From an optimization exercise on the open Yosys and OpenROAD flow, aimed at small area, a short achievable clock period and few clock cycles per item; shortcuts taken in it are not production practice.
In this exercise RTL edits were held to simulation tests only and were not proved equivalent to the original.
No activity file was given, so power comes from the tool's default toggle rates.

==> design.v <==
package kced_pkg;
  localparam int EV_W      = 7;
  localparam int PIN_CNT   = 4;
  localparam int KEY_IDX_W = 2;
  localparam int CD_W      = 16;
  localparam int SP_W      = 8;
  localparam int CFG_IDX_W = 2;
  localparam int CFG_W     = 16;
  localparam int EV_HOLD   = 0;
  localparam int EV_DOWN   = 1;
  localparam int EV_UP     = 2;
  localparam int EV_SINGLE = 3;
  localparam int EV_DOUBLE = 4;
  localparam int EV_LONG   = 5;
  localparam int EV_REPEAT = 6;
  localparam logic [SP_W-1:0] SAMPLE_PERIOD_RST   = 8'd20;
  localparam logic [CD_W-1:0] DOUBLE_WINDOW_RST   = 16'd200;
  localparam logic [CD_W-1:0] LONG_TIME_RST       = 16'd2000;
  localparam logic [CD_W-1:0] REPEAT_INTERVAL_RST = 16'd100;
endpackage
import kced_pkg::*;
module kced_key (
  input  logic                 clk,
  input  logic                 rst_n,
  input  logic [CD_W-1:0]      double_window,
  input  logic [CD_W-1:0]      long_time,
  input  logic [CD_W-1:0]      repeat_interval,
  input  logic                 sample,    
  input  logic                 is_check,  
  input  logic                 tick,      
  input  logic                 update,    
  input  logic [EV_W-1:0]      clr,       
  input  logic [EV_W-1:0]      mask,
  input  logic                 pressed,
  output logic [EV_W-1:0]      ev_item,   
  output logic                 hit        
);
  logic [2:0]      mode_r, mode_nxt, mode_t1, mode_t0;
  logic [CD_W-1:0] cd_r, cd_nxt, cd_dec;
  logic [EV_W-1:0] ev_r, ev_nxt, ev_set;
  logic            lt1, ri1, lt0, dw0;
  logic            s_lt, s_dw, s_ri, s_dec, s_hold;
  kced_key_early u_early (
    .sample  (sample),
    .mode    (mode_r),
    .cd      (cd_r),
    .cd_dec  (cd_dec),
    .mode_t1 (mode_t1),
    .mode_t0 (mode_t0),
    .ev_set  (ev_set),
    .lt1     (lt1),
    .ri1     (ri1),
    .lt0     (lt0),
    .dw0     (dw0)
  );
  kced_key_late u_late (
    .rst_n    (rst_n),
    .sample   (sample),
    .is_check (is_check),
    .tick     (tick),
    .update   (update),
    .clr      (clr),
    .mask     (mask),
    .pressed  (pressed),
    .mode     (mode_r),
    .mode_t1  (mode_t1),
    .mode_t0  (mode_t0),
    .ev       (ev_r),
    .ev_set   (ev_set),
    .lt1      (lt1),
    .ri1      (ri1),
    .lt0      (lt0),
    .dw0      (dw0),
    .s_lt     (s_lt),
    .s_dw     (s_dw),
    .s_ri     (s_ri),
    .s_dec    (s_dec),
    .s_hold   (s_hold),
    .mode_nxt (mode_nxt),
    .ev_item  (ev_item),
    .ev_nxt   (ev_nxt),
    .hit      (hit)
  );
  kced_cd_sel u_cd_sel (
    .s_lt   (s_lt),
    .s_dw   (s_dw),
    .s_ri   (s_ri),
    .s_dec  (s_dec),
    .s_hold (s_hold),
    .lt     (long_time),
    .dw     (double_window),
    .ri     (repeat_interval),
    .dec    (cd_dec),
    .cd     (cd_r),
    .cd_nxt (cd_nxt)
  );
  always_ff @(posedge clk) begin
    mode_r <= mode_nxt;
    cd_r   <= cd_nxt;
    ev_r   <= ev_nxt;
  end
endmodule
module kced_key_early (
  input  logic            sample,
  input  logic [2:0]      mode,
  input  logic [CD_W-1:0] cd,
  output logic [CD_W-1:0] cd_dec,    
  output logic [2:0]      mode_t1,
  output logic [2:0]      mode_t0,
  output logic [EV_W-1:0] ev_set,
  output logic            lt1,       
  output logic            ri1,       
  output logic            lt0,       
  output logic            dw0        
);
  localparam logic [2:0] MODE_IDLE      = 3'b000;
  localparam logic [2:0] MODE_DBL_WAIT  = 3'b001;
  localparam logic [2:0] MODE_PRESSED   = 3'b100;
  localparam logic [2:0] MODE_AFTER_DBL = 3'b101;
  localparam logic [2:0] MODE_REPEAT    = 3'b110;
  logic last, zero, nonzero;
  logic st_idle, st_dbl, st_prs, st_aft, st_rpt;
  assign last    = mode[2];
  assign st_idle = (mode == MODE_IDLE);
  assign st_dbl  = (mode == MODE_DBL_WAIT);
  assign st_prs  = (mode == MODE_PRESSED);
  assign st_aft  = (mode == MODE_AFTER_DBL);
  assign st_rpt  = (mode == MODE_REPEAT);
  assign zero    = (cd[CD_W-1:1] == '0);
  assign nonzero = (cd != '0);
  assign cd_dec[0] = cd[0] ^ nonzero;
  for (genvar i = 1; i < CD_W; i++) begin : g_dec
    assign cd_dec[i] = cd[i] ^ (nonzero && (cd[i-1:0] == '0));
  end
  assign lt1 = sample && st_idle;
  assign ri1 = sample && zero && (st_prs || st_rpt);
  assign lt0 = sample && st_idle;
  assign dw0 = sample && st_prs;
  assign ev_set[EV_HOLD]   = 1'b0;                              
  assign ev_set[EV_DOWN]   = sample && !last;                   
  assign ev_set[EV_UP]     = sample && last;                    
  assign ev_set[EV_SINGLE] = sample && st_dbl && zero;          
  assign ev_set[EV_DOUBLE] = sample && st_dbl;                  
  assign ev_set[EV_LONG]   = sample && st_prs && zero;          
  assign ev_set[EV_REPEAT] = sample && st_rpt && zero;          
  always_comb begin
    mode_t1 = mode;
    mode_t0 = mode;
    if (sample) begin
      if (st_idle) mode_t1 = MODE_PRESSED;
      else if (st_prs && zero) mode_t1 = MODE_REPEAT;
      else if (st_dbl) mode_t1 = MODE_AFTER_DBL;
      if (st_prs) mode_t0 = MODE_DBL_WAIT;
      else if ((st_dbl && zero) || st_aft || st_rpt) mode_t0 = MODE_IDLE;
    end
  end
endmodule
module kced_key_late (
  input  logic            rst_n,
  input  logic            sample,
  input  logic            is_check,
  input  logic            tick,
  input  logic            update,
  input  logic [EV_W-1:0] clr,
  input  logic [EV_W-1:0] mask,
  input  logic            pressed,
  input  logic [2:0]      mode,
  input  logic [2:0]      mode_t1,
  input  logic [2:0]      mode_t0,
  input  logic [EV_W-1:0] ev,
  input  logic [EV_W-1:0] ev_set,
  input  logic            lt1,
  input  logic            ri1,
  input  logic            lt0,
  input  logic            dw0,
  output logic            s_lt,
  output logic            s_dw,
  output logic            s_ri,
  output logic            s_dec,
  output logic            s_hold,
  output logic [2:0]      mode_nxt,
  output logic [EV_W-1:0] ev_item,
  output logic [EV_W-1:0] ev_nxt,
  output logic            hit
);
  logic [EV_W-1:0] ev_tick;
  assign ev_tick[EV_HOLD]   = sample ? pressed : ev[EV_HOLD];
  assign ev_tick[EV_DOWN]   = ev[EV_DOWN]   || (pressed && ev_set[EV_DOWN]);
  assign ev_tick[EV_UP]     = ev[EV_UP]     || (!pressed && ev_set[EV_UP]);
  assign ev_tick[EV_SINGLE] = ev[EV_SINGLE] || (!pressed && ev_set[EV_SINGLE]);
  assign ev_tick[EV_DOUBLE] = ev[EV_DOUBLE] || (pressed && ev_set[EV_DOUBLE]);
  assign ev_tick[EV_LONG]   = ev[EV_LONG]   || (pressed && ev_set[EV_LONG]);
  assign ev_tick[EV_REPEAT] = ev[EV_REPEAT] || (pressed && ev_set[EV_REPEAT]);
  assign ev_item = is_check ? (ev & ~clr) : ev_tick;
  assign hit     = ((ev & mask) != '0);
  assign ev_nxt  = {EV_W{rst_n}} & (update ? ev_item : ev);
  assign mode_nxt = {3{rst_n}} & (tick ? (pressed ? mode_t1 : mode_t0) : mode);
  assign s_lt   = rst_n && tick && (pressed ? lt1 : lt0);
  assign s_dw   = rst_n && tick && !pressed && dw0;
  assign s_ri   = rst_n && tick && pressed && ri1;
  assign s_dec  = rst_n && tick && !(pressed ? (lt1 || ri1) : (lt0 || dw0));
  assign s_hold = rst_n && !tick;
endmodule
module kced_cd_sel (
  input  logic            s_lt,
  input  logic            s_dw,
  input  logic            s_ri,
  input  logic            s_dec,
  input  logic            s_hold,
  input  logic [CD_W-1:0] lt,
  input  logic [CD_W-1:0] dw,
  input  logic [CD_W-1:0] ri,
  input  logic [CD_W-1:0] dec,
  input  logic [CD_W-1:0] cd,
  output logic [CD_W-1:0] cd_nxt
);
  assign cd_nxt = ({CD_W{s_lt}} & lt) | ({CD_W{s_dw}} & dw) | ({CD_W{s_ri}} & ri)
                | ({CD_W{s_dec}} & dec) | ({CD_W{s_hold}} & cd);
endmodule
import kced_pkg::*;
module key_click_event_detector (
  input  logic                 clk,
  input  logic                 rst_n,
  input  logic                 in_tvalid,
  output logic                 in_tready,
  input  logic [15:0]          in_tdata,
  input  logic                 in_tuser,
  output logic                 out_tvalid,
  input  logic                 out_tready,
  output logic [7:0]           out_tdata,
  input  logic                 cfg_we,
  input  logic [CFG_IDX_W-1:0] cfg_addr,
  input  logic [CFG_W-1:0]     cfg_wdata
);
  logic [SP_W-1:0] sample_period_r;
  logic [CD_W-1:0] double_window_r, long_time_r, repeat_interval_r;
  logic            sp_we;
  assign sp_we = cfg_we && (cfg_addr == 2'd0);
  always_ff @(posedge clk) begin
    if (!rst_n) begin
      sample_period_r   <= SAMPLE_PERIOD_RST;
      double_window_r   <= DOUBLE_WINDOW_RST;
      long_time_r       <= LONG_TIME_RST;
      repeat_interval_r <= REPEAT_INTERVAL_RST;
    end else if (cfg_we) begin
      case (cfg_addr)
        2'd0: sample_period_r   <= cfg_wdata[SP_W-1:0];
        2'd1: double_window_r   <= cfg_wdata;
        2'd2: long_time_r       <= cfg_wdata;
        default: repeat_interval_r <= cfg_wdata;
      endcase
    end
  end
  logic out_valid_r, spare_valid_r, in_ready_r;
  logic fire, tick;
  assign in_tready = in_ready_r;
  assign fire      = in_tvalid && !spare_valid_r;
  assign tick      = fire && !in_tuser;
  logic [SP_W-1:0] div_r, div_nxt;
  logic            sample_r, sample_nxt;
  logic            do_sample;
  assign do_sample = sample_r;
  assign div_nxt   = !tick ? div_r : (sample_r ? '0 : div_r + SP_W'(1));
  kced_div u_div (
    .sp_we      (sp_we),
    .sp_wdata   (cfg_wdata[SP_W-1:0]),
    .sp         (sample_period_r),
    .div        (div_r),
    .tick       (tick),
    .sample     (sample_r),
    .sample_nxt (sample_nxt)
  );
  always_ff @(posedge clk) begin
    if (!rst_n) begin
      div_r    <= '0;
      sample_r <= (SP_W'(1) >= SAMPLE_PERIOD_RST);
    end else begin
      div_r    <= div_nxt;
      sample_r <= sample_nxt;
    end
  end
  logic [1:0]         key;
  logic [EV_W-1:0]    mask, clr;
  logic [EV_W-1:0]    ev_item [PIN_CNT];
  logic [PIN_CNT-1:0] hit;
  assign key  = in_tdata[5:4];
  assign mask = in_tdata[12:6];
  assign clr = {mask[EV_W-1:1], mask[0] && (mask[EV_W-1:1] != '0)};
  for (genvar k = 0; k < PIN_CNT; k++) begin : g_key
    kced_key u_key (
      .clk             (clk),
      .rst_n           (rst_n),
      .double_window   (double_window_r),
      .long_time       (long_time_r),
      .repeat_interval (repeat_interval_r),
      .sample          (do_sample),
      .is_check        (in_tuser),
      .tick            (tick),
      .update          (fire && (!in_tuser || (key == 2'(k)))),
      .clr             (clr),
      .mask            (mask),
      .pressed         (~in_tdata[k]),
      .ev_item         (ev_item[k]),
      .hit             (hit[k])
    );
  end
  logic [7:0] result;
  assign result = {ev_item[key], in_tuser && hit[key]};
  logic [7:0] out_data_r, spare_data_r;
  always_ff @(posedge clk) begin
    if (!rst_n) begin
      out_valid_r   <= 1'b0;
      spare_valid_r <= 1'b0;
      in_ready_r    <= 1'b1;
    end else begin
      if (!out_valid_r || out_tready) begin
        out_valid_r <= spare_valid_r || fire;
      end
      if (spare_valid_r) begin
        spare_valid_r <= !out_tready;
        in_ready_r    <= out_tready;
      end else begin
        spare_valid_r <= fire && out_valid_r && !out_tready;
        in_ready_r    <= !(fire && out_valid_r && !out_tready);
      end
    end
  end
  always_ff @(posedge clk) begin
    if (!out_valid_r || out_tready) begin
      out_data_r <= spare_valid_r ? spare_data_r : result;
    end
    if (!spare_valid_r) begin
      spare_data_r <= result;
    end
  end
  assign out_tvalid = out_valid_r;
  assign out_tdata  = out_data_r;
endmodule
module kced_div (
  input  logic            sp_we,
  input  logic [SP_W-1:0] sp_wdata,
  input  logic [SP_W-1:0] sp,
  input  logic [SP_W-1:0] div,
  input  logic            tick,
  input  logic            sample,
  output logic            sample_nxt
);
  logic tick_sample;   
  assign tick_sample = sample ? (sp <= SP_W'(1))
                              : ({1'b0, div} + (SP_W+1)'(2) >= {1'b0, sp});
  always_comb begin
    if (sp_we) begin
      sample_nxt = ({1'b0, div} + (SP_W+1)'(1) >= {1'b0, sp_wdata});
    end else if (tick) begin
      sample_nxt = tick_sample;
    end else begin
      sample_nxt = sample;
    end
  end
endmodule
==> run.sh <==
#!/bin/bash
# synth_recipe.tcl (not shown) runs the flow's synth.tcl, then flattens the netlist and writes it again
# the make line also repeats each setting of config.mk as NAME=value (left out here)
make -C /OpenROAD-flow-scripts/flow DESIGN_CONFIG=/design/flow/config.mk WORK_HOME=/design/flow/orfs CLKGATE_MAP_FILE= SYNTH_SCRIPT=/design/flow/synth_recipe.tcl finish
==> config.mk <==
export PLATFORM = sky130hd
export DESIGN_NAME = key_click_event_detector
export DESIGN_NICKNAME = key_click_event_detector
export VERILOG_FILES = /design/flow/design.v
export SDC_FILE = /design/flow/constraint.sdc
export NUM_CORES = 4
export LEC_CHECK = 0
export CAP_MARGIN = 20
export CORE_MARGIN = 2
export CORE_UTILIZATION = 40
export SETUP_SLACK_MARGIN = 3
export SLEW_MARGIN = 20
==> constraint.sdc <==
create_clock -name core_clock -period 5.0 [get_ports {clk}]
set_input_delay 1.0000 -clock core_clock [delete_from_list [all_inputs] [get_ports {clk}]]
set_output_delay 1.0000 -clock core_clock [all_outputs]
set_load 0.01 [all_outputs]
==> notes.md <==
per-stage QoR:
stage	setup WS [ns]	cell area (µm²)	util (%)	instances	power, mW
after floorplan	2.58	11700	-	1377	3.48
after global placement	1.35	12000	44.7	1690	3.89
after detailed placement	1.33	12000	44.7	1690	3.91
after CTS	2.80	14700	54.6	1828	5.72
after global routing	2.71	15500	57.5	1863	6.22
final	2.71	15500	57.5	1863	5.95
state kept, by name, indices dropped and copies added, names as in the netlist:
| name | flops |
|---|---|
| sample_r | 1 |
| repeat_interval_r | 16 |
| g_key.u_key.ev_r | 28 |
| out_data_r | 8 |
| div_r | 8 |
| spare_data_r | 8 |
| g_key.u_key.mode_r | 12 |
| double_window_r | 16 |
| g_key.u_key.cd_r | 64 |
| in_ready_r | 1 |
| out_valid_r | 1 |
| sample_period_r | 8 |
| spare_valid_r | 1 |
| long_time_r | 16 |
worst reg2reg max path, stage by stage, from the launching register on:
cell       delay [ns]
dfxtp_1          0.31
buf_6            0.19
nand4bb_4        0.24
buf_12           0.15
buf_12           0.13
buf_6            0.12
buf_12           0.11
a211oi_4         0.25
o31ai_4          0.17
buf_2            0.22
o211ai_1         0.19
synth_stat cells, types with 17 or more instances:
library cell | count | area (µm²)
ha_1 | 22 | 275
clkbuf_1 | 75 | 282
o211ai_1 | 44 | 330
nor2b_1 | 20 | 125
a31oi_1 | 21 | 131
nand2_1 | 208 | 781
xor2_1 | 24 | 210
o21a_1 | 22 | 165
nand3_1 | 33 | 165
a21oi_1 | 121 | 606
a221oi_1 | 18 | 158
a22oi_1 | 38 | 285
nor2_1 | 88 | 330
nand4_1 | 22 | 138
nor3_1 | 36 | 180
a22o_1 | 25 | 219
dfxtp_1 | 180 | 3600
inv_1 | 42 | 158
nand2b_1 | 17 | 106
xnor2_1 | 20 | 175
o21ai_0 | 58 | 290
per-layer routing:
metal | track usage, % | vias up | share of wire, %
met3 | 5.11 | 143 | 10
met1 | 38.8 | 5686 | 41
met2 | 43.3 | 693 | 44
met5 | 0 | - | 0
li1 | - | 5419 | -
met4 | 11.8 | 0 | 4.7
layout make-up:
class	count	area [µm²]	area share, %
Multi-Input combinational cell	1061	8110	52.3
Sequential cell	188	3890	25.1
Timing Repair Buffer	198	2290	14.8
Clock buffer	18	450	2.91
Tap cell	341	427	2.75
Inverter	43	178	1.15
Clock inverter	14	159	1.02
worst paths after layout:
path                             to  slack (ns)
max          g_key[1].u_key.cd_r[1]        2.71
min              sample_period_r[1]        0.46
max reg2reg  g_key[1].u_key.cd_r[1]        2.85
min reg2reg      sample_period_r[1]        0.46
timing repair:
action	in CTS	in global routing
pin swaps	79	82
buffers inserted	94	29
gates resized for setup	322	121
cloned	12	6
setup endpoints to repair	187	110
hold buffers	0	0
cells in the final DEF (no fill, tap or decap), types with 14 or more instances in the layout:
| cell type | n |
|---|---|
| a21oi_1 | 105 |
| a222oi_1 | 15 |
| a22o_1 | 25 |
| a22oi_1 | 24 |
| a22oi_2 | 14 |
| buf_12 | 31 |
| buf_2 | 16 |
| buf_4 | 91 |
| buf_6 | 17 |
| clkbuf_16 | 24 |
| dfxtp_1 | 158 |
| dfxtp_2 | 15 |
| ha_1 | 20 |
| inv_1 | 37 |
| nand2_1 | 196 |
| nand3_1 | 27 |
| nand4_1 | 22 |
| nor2_1 | 69 |
| nor3_1 | 24 |
| nor4_4 | 14 |
| o211ai_1 | 44 |
| o21a_1 | 22 |
| o21ai_0 | 31 |
| o21ai_1 | 19 |
| xnor2_1 | 18 |
| xor2_1 | 24 |
cells by family (layout without fill, tap and decap cells):
| kind of cell | after synthesis | after routing | synth area share [%] |
|---|---|---|---|
| flip-flops | 188 | 188 | 35.1 |
| AO/OA/AOI/OAI | 456 | 458 | 28.6 |
| buffers and inverters | 132 | 273 | 4.71 |
| XOR/XNOR | 44 | 44 | 3.52 |
| adder cells (fa/ha/maj) | 22 | 22 | 2.51 |
| multiplexers | 9 | 9 | 1.06 |
| AND/OR/NAND/NOR | 526 | 528 | 24.5 |
power by group:
group	internal, mW	switching (mW)	total, mW
Combinational	1.14	1.45	2.59
Sequential	1.66	0.253	1.91
Clock	0.708	0.737	1.45
Total	3.51	2.44	5.95
==> impl_results.md <==
* CP Launch Type: input port
* # nets final at between 1,500 and 2,000
* Total stage count of the critical path at 10
* Pwr per Cell Area at 384 mW/mm²
* Drt first pass iters at 6
* Height of the die at between 150 and 200 µm
* Minimum clock period at 2.29 ns
* Register area share after synthesis at roughly a third
* Post-synthesis area per instance at 7.96 µm²
* Synth Instances at ~1,400
* PortBufs at 46
* R2R Path Start: spare_valid_r
* Total Die Area at ~0.029 mm²
* Final WL at about 44,000 µm
* Synthesized area at ~0.011 mm²
* Synthesis Warnings at 5
* Tightest Pin Transition at about 0.7 ns
* Gr usage total at about 28%
* WP data arrival at 2.66 ns
* Worst path top cell family by delay: buffers and inverters
* Worst path most repeated cell: buf_12
* Crit path buf inv count at 6
* Core Box Area at roughly 0.027 mm²
* Clock Latency Late Sink at between 0.4 and 0.5 ns
* Leak pwr at 5.75 nW
* Slew Viols, Final at 0
* Max cap viols at 0
* Largest net degree at the start of global routing at 43
* # rows at 60
* Sink Count at around 190
* Drt via density at around 6.4
* First-pass GRT wire length at around 63,000 µm
* Seq cells post-synth at approximately 190
* Max Clock Skew at approximately 0.022 ns
* EDFF count, synth at 8
* Inserted Clock Buffers at 17
* Clk pin slew, worst setup/hold paths at roughly 0.08 ns
* Antenna Nets Post-Route at 0
* Critical path type: input port to flip-flop
* Share of cells above drive strength 1 at 31.0%
* I/O pin count at 50
* CP Max Fanout at 6
* Critical Path End Type: flip-flop
* CP Data Required Time at around 5.4 ns
* Worst hold path cell count at 2
* CP startpoint: in_tuser
* Mapped Nets at around 1,400
* Yosys cell types at 79
* CP max stage cell: a211oi_4
* Max Clock Freq at between 400 and 500 MHz
* Status: finished clean
* # fillers at 2,256
* Drc violations at 0
* Crit path largest cell delay at between 0.2 and 0.3 ns
* Final period util at between 40% and 50%
* Clock root cell: clkbuf_16
* DR WL/cell at between 20 and 25 µm
* CTS max path bufs at 2
* Via count at roughly 12,000
* Final hold violation count at 0
* VDD IR-drop max at between 0.3 and 0.4 mV
* Vias in the first global route at between 10,000 and 15,000
* Grt ovf at 0
* Post-route setup TNS at 0 ns
* Worst r2r path cells at 10
* CTS tree: yes
* Htree depth at 4
* GP Congestion at between 0.9 and 1
* Detail Placement HPWL at approximately 26,000 µm
* Hold Startpoint: sample_period_r[1]
* Area delta synth->final at 41.5%
* Ant. Diodes at 0
* Die Wd at 169 µm
* RSZ-0062 raised after global routing: yes
* Commonest register cell after synthesis: dfxtp_1
* HP Class: flip-flop to flip-flop
* Final setup viols at 0
* FFs w/ async S/R, synth at 0%
* DRT iter0 DRCs at 1,338
* Slew headroom at 53.3%
* Hold WS at roughly 0.46 ns
* Starting Density at between 40% and 50%
* Initial antenna violation count at 0
* Cell breakdown of the critical path: buf_16 -> nand4bb_4 -> buf_12 -> buf_12 -> buf_6 -> buf_12 -> a211oi_4 -> o31ai_4 -> buf_2 -> o211ai_1
Testbench counts, summed over its fixed seeds: cycles 24,008, items 24,000.

==> port drivers added, routing unchanged <==
How much do the figures lean on ideal ports? The routed layout below was timed once more, with nothing changed but the port constraints. Step 1 (the two cells are an assumption about what drives the block):
set clk [get_ports {clk}]
set_driving_cell -lib_cell sky130_fd_sc_hd__clkbuf_16 $clk
set_driving_cell -lib_cell sky130_fd_sc_hd__buf_2 [delete_from_list [all_inputs] $clk]
Step 2 also shifts input and output timing later by t, the mid clock arrival at the registers, as if the neighbouring blocks saw the same clock. Three values: ideal ports, drivers, drivers and shift; two values: the first two.
t, ns: 0.492
slack for setup (ns): 2.714 / 2.648 / 2.156
hold WS [ns]: 0.456 / 0.456 / 0.456
cell pins on the clock port's net: 1
After both steps this run still meets setup and hold. For this run, drivers alone change the setup slack by -0.066 ns; drivers and shift together by -0.558 ns.
